What follows belongs to an exercise in optimizing a design on an open flow for small area; a production flow would make more cautious choices. RTL that was checked went through simulation tests only; none was proved equivalent to the original. No activity file was given, so power comes from the tool's default toggle rates. The flow treats the clock pin as an ideal source, which a real chip does not have.

## qr_out_deskew
module qr_out_deskew #(
  parameter int CORDIC_PIPE_STAGE = qr_pkg::CORDIC_PIPE_STAGE,
  parameter int DATA_W            = qr_pkg::DATA_W,
  parameter int NUM_LANES         = qr_pkg::NUM_LANES,
  parameter int ROWS              = 4,
  parameter int FIFO_DEPTH        = 8
) (
  input  logic              Clk,
  input  logic              Reset,
  input  logic [3:0]        InValid,
  input  logic [DATA_W-1:0] InData1,
  input  logic [DATA_W-1:0] InData2,
  input  logic [DATA_W-1:0] InData3,
  input  logic [DATA_W-1:0] InData4,
  output logic              OutValid,
  input  logic              OutReady,
  output logic [DATA_W-1:0] OutData1,
  output logic [DATA_W-1:0] OutData2,
  output logic [DATA_W-1:0] OutData3,
  output logic [DATA_W-1:0] OutData4,
  output logic              OutLast,
  output logic              SkewErr,
  output logic              Overflow
);
Size: ~1800 flip-flops, roughly 0.048 mm^2 of cells after synthesis.
make LEC_CHECK=0 CAP_MARGIN=20 CORE_MARGIN=2 CORE_UTILIZATION=60 CTS_BUF_LIST=sky130_fd_sc_hd__clkbuf_16 CTS_CLUSTER_DIAMETER=100 CTS_CLUSTER_SIZE=30 SLEW_MARGIN=20 finish   # period 5.0 ns
run.sh (not shown) runs the stock make flow with config.mk's settings and CLKGATE_MAP_FILE= SYNTH_SCRIPT=/design/flow/synth_recipe.tcl, a recipe that flattens the netlist after the stock synthesis.
Next try:
==> flow/flow/run.sh (new file) <==
#!/bin/bash
# Standard ORFS layout, with two changes:
#  - the port buffers are the smallest buffer cell (buf_1) instead of the
#    resizer's default choice;
#  - clock tree synthesis inserts no dummy loads.
# Every tool's output goes to standard.log in this folder.
set -euo pipefail
export BUFFER_PORTS_ARGS="-buffer_cell sky130_fd_sc_hd__buf_1"
export CTS_ARGS="-sink_clustering_enable -repair_clock_nets -buf_list sky130_fd_sc_hd__clkbuf_16 -sink_clustering_size 30 -sink_clustering_max_diameter 100 -dont_use_dummy_load"
bash standard.sh finish "BUFFER_PORTS_ARGS=$BUFFER_PORTS_ARGS" "CTS_ARGS=$CTS_ARGS" > standard.log 2>&1
==> flow/standard.sh (new file) <==
#!/bin/bash
# synth_recipe.tcl (not shown) runs the flow's synth.tcl, then flattens the netlist and writes it again
# the make line also repeats each setting of config.mk as NAME=value (left out here)
make -C /OpenROAD-flow-scripts/flow DESIGN_CONFIG=/design/flow/config.mk WORK_HOME=/design/flow/orfs CLKGATE_MAP_FILE= SYNTH_SCRIPT=/design/flow/synth_recipe.tcl "${@:-finish}"
--- a/flow/config.mk
+++ b/flow/config.mk
@@ -8 +8 @@
-export CAP_MARGIN = 20
+export CAP_MARGIN = 0
@@ -10 +10 @@
-export CORE_UTILIZATION = 60
+export CORE_UTILIZATION = 75
@@ -14 +14 @@
-export SLEW_MARGIN = 20
+export SLEW_MARGIN = 0
removed: flow/run.sh
Sequential power is about the same.
Die area went down by about 20%.
Register-to-register slack improves by 0.03 ns.
Sequential share of layout area came out higher by 2.8 points.
Design area came out lower by about 3.3%.
Global-route usage is higher by 6.5 points.
Wire length goes up by about 9%.
Next try:
--- a/flow/config.mk
+++ b/flow/config.mk
@@ -8 +8 @@
-export CAP_MARGIN = 0
+export CAP_MARGIN = 20
@@ -14 +14 @@
-export SLEW_MARGIN = 0
+export SLEW_MARGIN = 20
Worst setup slack gets worse by 0.0031 ns.
Wire length stays flat.
Die area stays the same.
Via count is about the same.
Area after synthesis does not change.
Cell area does not change.
Global-route usage stays the same.
Maximum frequency stays flat.
Worst hold slack stays flat.
Clock-buffer cell count does not change.
Sequential power stays flat.

---

== run 1 ==
The RTL this note starts from:
==> flow/design.v <==
package qr_pkg;
  localparam int DATA_W            = 20;
  localparam int CORDIC_PIPE_STAGE = 8;
  localparam int NUM_LANES         = 4;
  localparam int SKEW_D            = CORDIC_PIPE_STAGE + 1;
  typedef logic signed [DATA_W-1:0] sample_t;
  typedef sample_t                  row_t [NUM_LANES];
  function automatic int lane_len(input int lane, input int lanes, input int step);
    lane_len = (lanes - 1 - lane) * step;
  endfunction
endpackage
module lane_delay #(
  parameter int LEN = 0,
  parameter int W   = 20
) (
  input  logic         clk,
  input  logic [W-1:0] data,
  output logic [W-1:0] delayed_data
);
  generate
    if (LEN == 0) begin : g_wire
      assign delayed_data = data;
    end else begin : g_sr
      logic [LEN*W-1:0] sr;
      if (LEN == 1) begin : g_one
        always_ff @(posedge clk) sr <= data;
      end else begin : g_many
        always_ff @(posedge clk) sr <= {sr[(LEN-1)*W-1:0], data};
      end
      assign delayed_data = sr[(LEN-1)*W +: W];
    end
  endgenerate
endmodule
module qr_out_deskew #(
  parameter int CORDIC_PIPE_STAGE = qr_pkg::CORDIC_PIPE_STAGE,
  parameter int DATA_W            = qr_pkg::DATA_W,
  parameter int NUM_LANES         = qr_pkg::NUM_LANES,
  parameter int ROWS              = 4,
  parameter int FIFO_DEPTH        = 8
) (
  input  logic              Clk,
  input  logic              Reset,
  input  logic [3:0]        InValid,
  input  logic [DATA_W-1:0] InData1,
  input  logic [DATA_W-1:0] InData2,
  input  logic [DATA_W-1:0] InData3,
  input  logic [DATA_W-1:0] InData4,
  output logic              OutValid,
  input  logic              OutReady,
  output logic [DATA_W-1:0] OutData1,
  output logic [DATA_W-1:0] OutData2,
  output logic [DATA_W-1:0] OutData3,
  output logic [DATA_W-1:0] OutData4,
  output logic              OutLast,
  output logic              SkewErr,
  output logic              Overflow
);
  localparam int D    = CORDIC_PIPE_STAGE + 1;
  localparam int AW   = (FIFO_DEPTH > 1) ? $clog2(FIFO_DEPTH) : 1;
  localparam int CW   = $clog2(FIFO_DEPTH + 1);
  localparam int RW   = (ROWS > 1) ? $clog2(ROWS) : 1;
  localparam int ROWW = NUM_LANES * DATA_W;
  logic [DATA_W-1:0] in1, in2, dly0, dly1, dly2;
  logic [DATA_W-1:0] mid1, mid2;
  lane_delay #(.LEN(qr_pkg::lane_len(0, NUM_LANES, D)), .W(DATA_W))
    u_lane0 (.clk(Clk), .data(InData1), .delayed_data(dly0));
  lane_delay #(.LEN(D), .W(DATA_W))
    u_lane1a (.clk(Clk), .data(in1), .delayed_data(mid1));
  lane_delay #(.LEN(qr_pkg::lane_len(1, NUM_LANES, D) - D), .W(DATA_W))
    u_lane1b (.clk(Clk), .data(mid1), .delayed_data(dly1));
  lane_delay #(.LEN(D), .W(DATA_W))
    u_lane2a (.clk(Clk), .data(in2), .delayed_data(mid2));
  assign dly2 = mid2;
  logic [D-1:0] v0, all1, all2;
  logic [3:0]   rst_age;
  logic         live;
  logic         a1, o1, a2, o2, all_valid, any_valid;
  assign live      = (rst_age == 4'(D));
  assign a1        = live & v0[D-1] & InValid[1];
  assign o1        = (live & v0[D-1]) | InValid[1];
  assign a2        = live & all1[D-1] & InValid[2];
  assign o2        = (live & (all1[D-1] | mid1[0])) | InValid[2];
  assign all_valid = live & all2[D-1] & InValid[3];
  assign any_valid = (live & (all2[D-1] | mid2[0])) | InValid[3];
  assign in1 = {InData2[DATA_W-1:1], a1 ? InData2[0] : o1};
  assign in2 = {InData3[DATA_W-1:1], a2 ? InData3[0] : o2};
  always_ff @(posedge Clk) begin
    v0   <= {v0[D-2:0],   InValid[0]};
    all1 <= {all1[D-2:0], a1};
    all2 <= {all2[D-2:0], a2};
  end
  always_ff @(posedge Clk) begin
    if (Reset)     rst_age <= '0;
    else if (!live) rst_age <= rst_age + 1'b1;
  end
  logic            cand_valid;
  logic [ROWW-1:0] cand_row;
  logic            skew_err;
  always_ff @(posedge Clk) begin
    if (Reset) begin
      cand_valid <= 1'b0;
      skew_err   <= 1'b0;
    end else begin
      cand_valid <= all_valid;
      skew_err   <= any_valid & ~all_valid;
    end
  end
  always_ff @(posedge Clk) cand_row <= {InData4, dly2, dly1, dly0};
  logic [ROWW-1:0] mem [FIFO_DEPTH];
  logic [AW:0]     wr_ptr;
  logic [AW:0]     rd_ptr;
  logic [RW-1:0]   row_cnt;
  logic            overflow;
  logic            full;
  logic            not_empty;
  logic            push;
  logic            pop;
  logic            drop;
  logic [ROWW-1:0] head;
  assign full      = (wr_ptr == (rd_ptr ^ {1'b1, {AW{1'b0}}}));
  assign not_empty = (wr_ptr != rd_ptr);
  assign pop       = not_empty & OutReady;
  assign push      = cand_valid & (~full | pop);
  assign drop      = cand_valid & full & ~pop;
  always_ff @(posedge Clk) begin
    if (push) mem[wr_ptr[AW-1:0]] <= cand_row;
  end
  always_ff @(posedge Clk) begin
    if (Reset) begin
      wr_ptr   <= '0;
      rd_ptr   <= '0;
      row_cnt  <= '0;
      overflow <= 1'b0;
    end else begin
      if (push) wr_ptr <= wr_ptr + 1'b1;
      if (pop)  rd_ptr <= rd_ptr + 1'b1;
      if (pop) row_cnt <= (row_cnt == RW'(ROWS - 1)) ? '0 : row_cnt + 1'b1;
      if (drop) overflow <= 1'b1;
    end
  end
  logic [FIFO_DEPTH-1:0] rd_sel;
  always_ff @(posedge Clk) begin
    if (Reset)    rd_sel <= FIFO_DEPTH'(1);
    else if (pop) rd_sel <= {rd_sel[FIFO_DEPTH-2:0], rd_sel[FIFO_DEPTH-1]};
  end
  always_comb begin
    head = '0;
    for (int i = 0; i < FIFO_DEPTH; i++) head = head | ({ROWW{rd_sel[i]}} & mem[i]);
  end
  assign OutValid = not_empty;
  assign OutData1 = head[0*DATA_W +: DATA_W];
  assign OutData2 = head[1*DATA_W +: DATA_W];
  assign OutData3 = head[2*DATA_W +: DATA_W];
  assign OutData4 = head[3*DATA_W +: DATA_W];
  assign OutLast  = not_empty && (row_cnt == RW'(ROWS - 1));
  assign SkewErr  = skew_err;
  assign Overflow = overflow;
endmodule
clock: 5.0 ns
lec_check: 0
cap_margin: 20
core_margin: 2
core_utilization: 75
slew_margin: 20
standard.sh (not shown) runs the stock make flow with config.mk's settings and CLKGATE_MAP_FILE= SYNTH_SCRIPT=/design/flow/synth_recipe.tcl, a recipe that flattens the netlist after the stock synthesis.
==> flow/flow/run.sh <==
#!/bin/bash
# Standard ORFS layout, with two changes:
#  - the port buffers are the smallest buffer cell (buf_1) instead of the
#    resizer's default choice;
#  - clock tree synthesis inserts no dummy loads.
# Every tool's output goes to standard.log in this folder.
set -euo pipefail
export BUFFER_PORTS_ARGS="-buffer_cell sky130_fd_sc_hd__buf_1"
export CTS_ARGS="-sink_clustering_enable -repair_clock_nets -buf_list sky130_fd_sc_hd__clkbuf_16 -sink_clustering_size 30 -sink_clustering_max_diameter 100 -dont_use_dummy_load"
bash standard.sh finish "BUFFER_PORTS_ARGS=$BUFFER_PORTS_ARGS" "CTS_ARGS=$CTS_ARGS" > standard.log 2>&1
Run 1 finished end to end and its layout was clean on timing, DRC and antenna.
The following lists how run 2 was set up differently from run 1:
-- flow/flow/run.sh --
<<< run 1, line 9
export CTS_ARGS="-sink_clustering_enable -repair_clock_nets -buf_list sky130_fd_sc_hd__clkbuf_16 -sink_clustering_size 30 -sink_clustering_max_diameter 100 -dont_use_dummy_load"
>>> run 2, line 9
export CTS_ARGS="-sink_clustering_enable -repair_clock_nets -buf_list sky130_fd_sc_hd__clkbuf_16 -sink_clustering_size 34 -sink_clustering_max_diameter 80 -dont_use_dummy_load"
The final reports for run 2 and run 1 show synthesis-to-layout area growth lower in the former. Compared with run 1, number of global-route vias before repair in run 2 decreased slightly. Run 2 vs run 1, global-route usage went down by 0.49 points. Run 1 → run 2: design area shrank by 280 um2; count of clock-buffer cells in the layout shrank by 11; post-route worst setup slack shrank by 0.053 ns; sequential cell area share grew by 0.47 points. Min final critical-path share of the clock period across run 2 and run 1: run 1. Per the comparison of run 2 with run 1, simple-gate share of the synthesized area held steady, global-route track usage on met3 held steady, final total power shrank by about 2%.
Setup changes, run 2 to run 3
-- flow/flow/run.sh --
<<< run 2, line 9
export CTS_ARGS="-sink_clustering_enable -repair_clock_nets -buf_list sky130_fd_sc_hd__clkbuf_16 -sink_clustering_size 34 -sink_clustering_max_diameter 80 -dont_use_dummy_load"
>>> run 3, line 9
export CTS_ARGS="-sink_clustering_enable -repair_clock_nets -buf_list sky130_fd_sc_hd__clkbuf_16 -sink_clustering_size 36 -sink_clustering_max_diameter 70 -dont_use_dummy_load"
--- outcome ---
The higher final worst-path cycle share came out of run 2.
On count of filler cells inserted in the layout: between run 3 and run 2, it ends up lower for run 2.
Sequential power delta (run 2 -> run 3): insignificant
Function was not checked in any run of this note: the RTL went through the layout flow alone.

## port drivers added, routing unchanged
No port has a modelled driver above. Below, the same layouts with a new extraction and two added sets of constraints. Step 1 (the two cells are an assumption about what drives the block):
set clk [get_ports {Clk}]
set_driving_cell -lib_cell sky130_fd_sc_hd__clkbuf_16 $clk
set_driving_cell -lib_cell sky130_fd_sc_hd__buf_2 [delete_from_list [all_inputs] $clk]
Step 2 adds t to the input delays and takes it off the output delays; t is the mean of the earliest and latest rising clock arrival at the registers after step 1. Input paths then give back, and output paths get back, about the clock's delay inside the block. Slacks: ideal / step 1 / step 2; pairs: ideal / step 1.
| run | shift t [ns] | slack for setup (ns) | clock arrival spread, ns | slew at the worst register clock pin (ns) | worst slew at a driven data input, ns |
|---|---|---|---|---|---|
| the first run of note 1 | 0.700 | 0.398 / 0.338 / 1.038 | 0.026 / 0.026 | 0.11 / 0.11 | 0.09 |
| the second run of note 1 | 0.685 | 0.698 / 0.634 / 1.319 | 0.053 / 0.052 | 0.11 / 0.11 | 0.04 |
| the third run of note 1 | 0.685 | 0.695 / 0.630 / 1.315 | 0.052 / 0.052 | 0.11 / 0.11 | 0.04 |
| run 1 | 0.698 | 1.180 / 1.115 / 1.054 | 0.084 / 0.084 | 0.13 / 0.13 | 0.06 |
| run 2 | 0.728 | 1.128 / 1.063 / 1.088 | 0.076 / 0.076 | 0.13 / 0.13 | 0.06 |
| run 3 | 0.710 | 1.153 / 1.088 / 1.099 | 0.089 / 0.089 | 0.12 / 0.12 | 0.06 |
After both steps setup and hold are still met in every run listed. The setup slack of run 1, which loses most, moves by -0.065 ns with the drivers and by -0.126 ns with both steps.
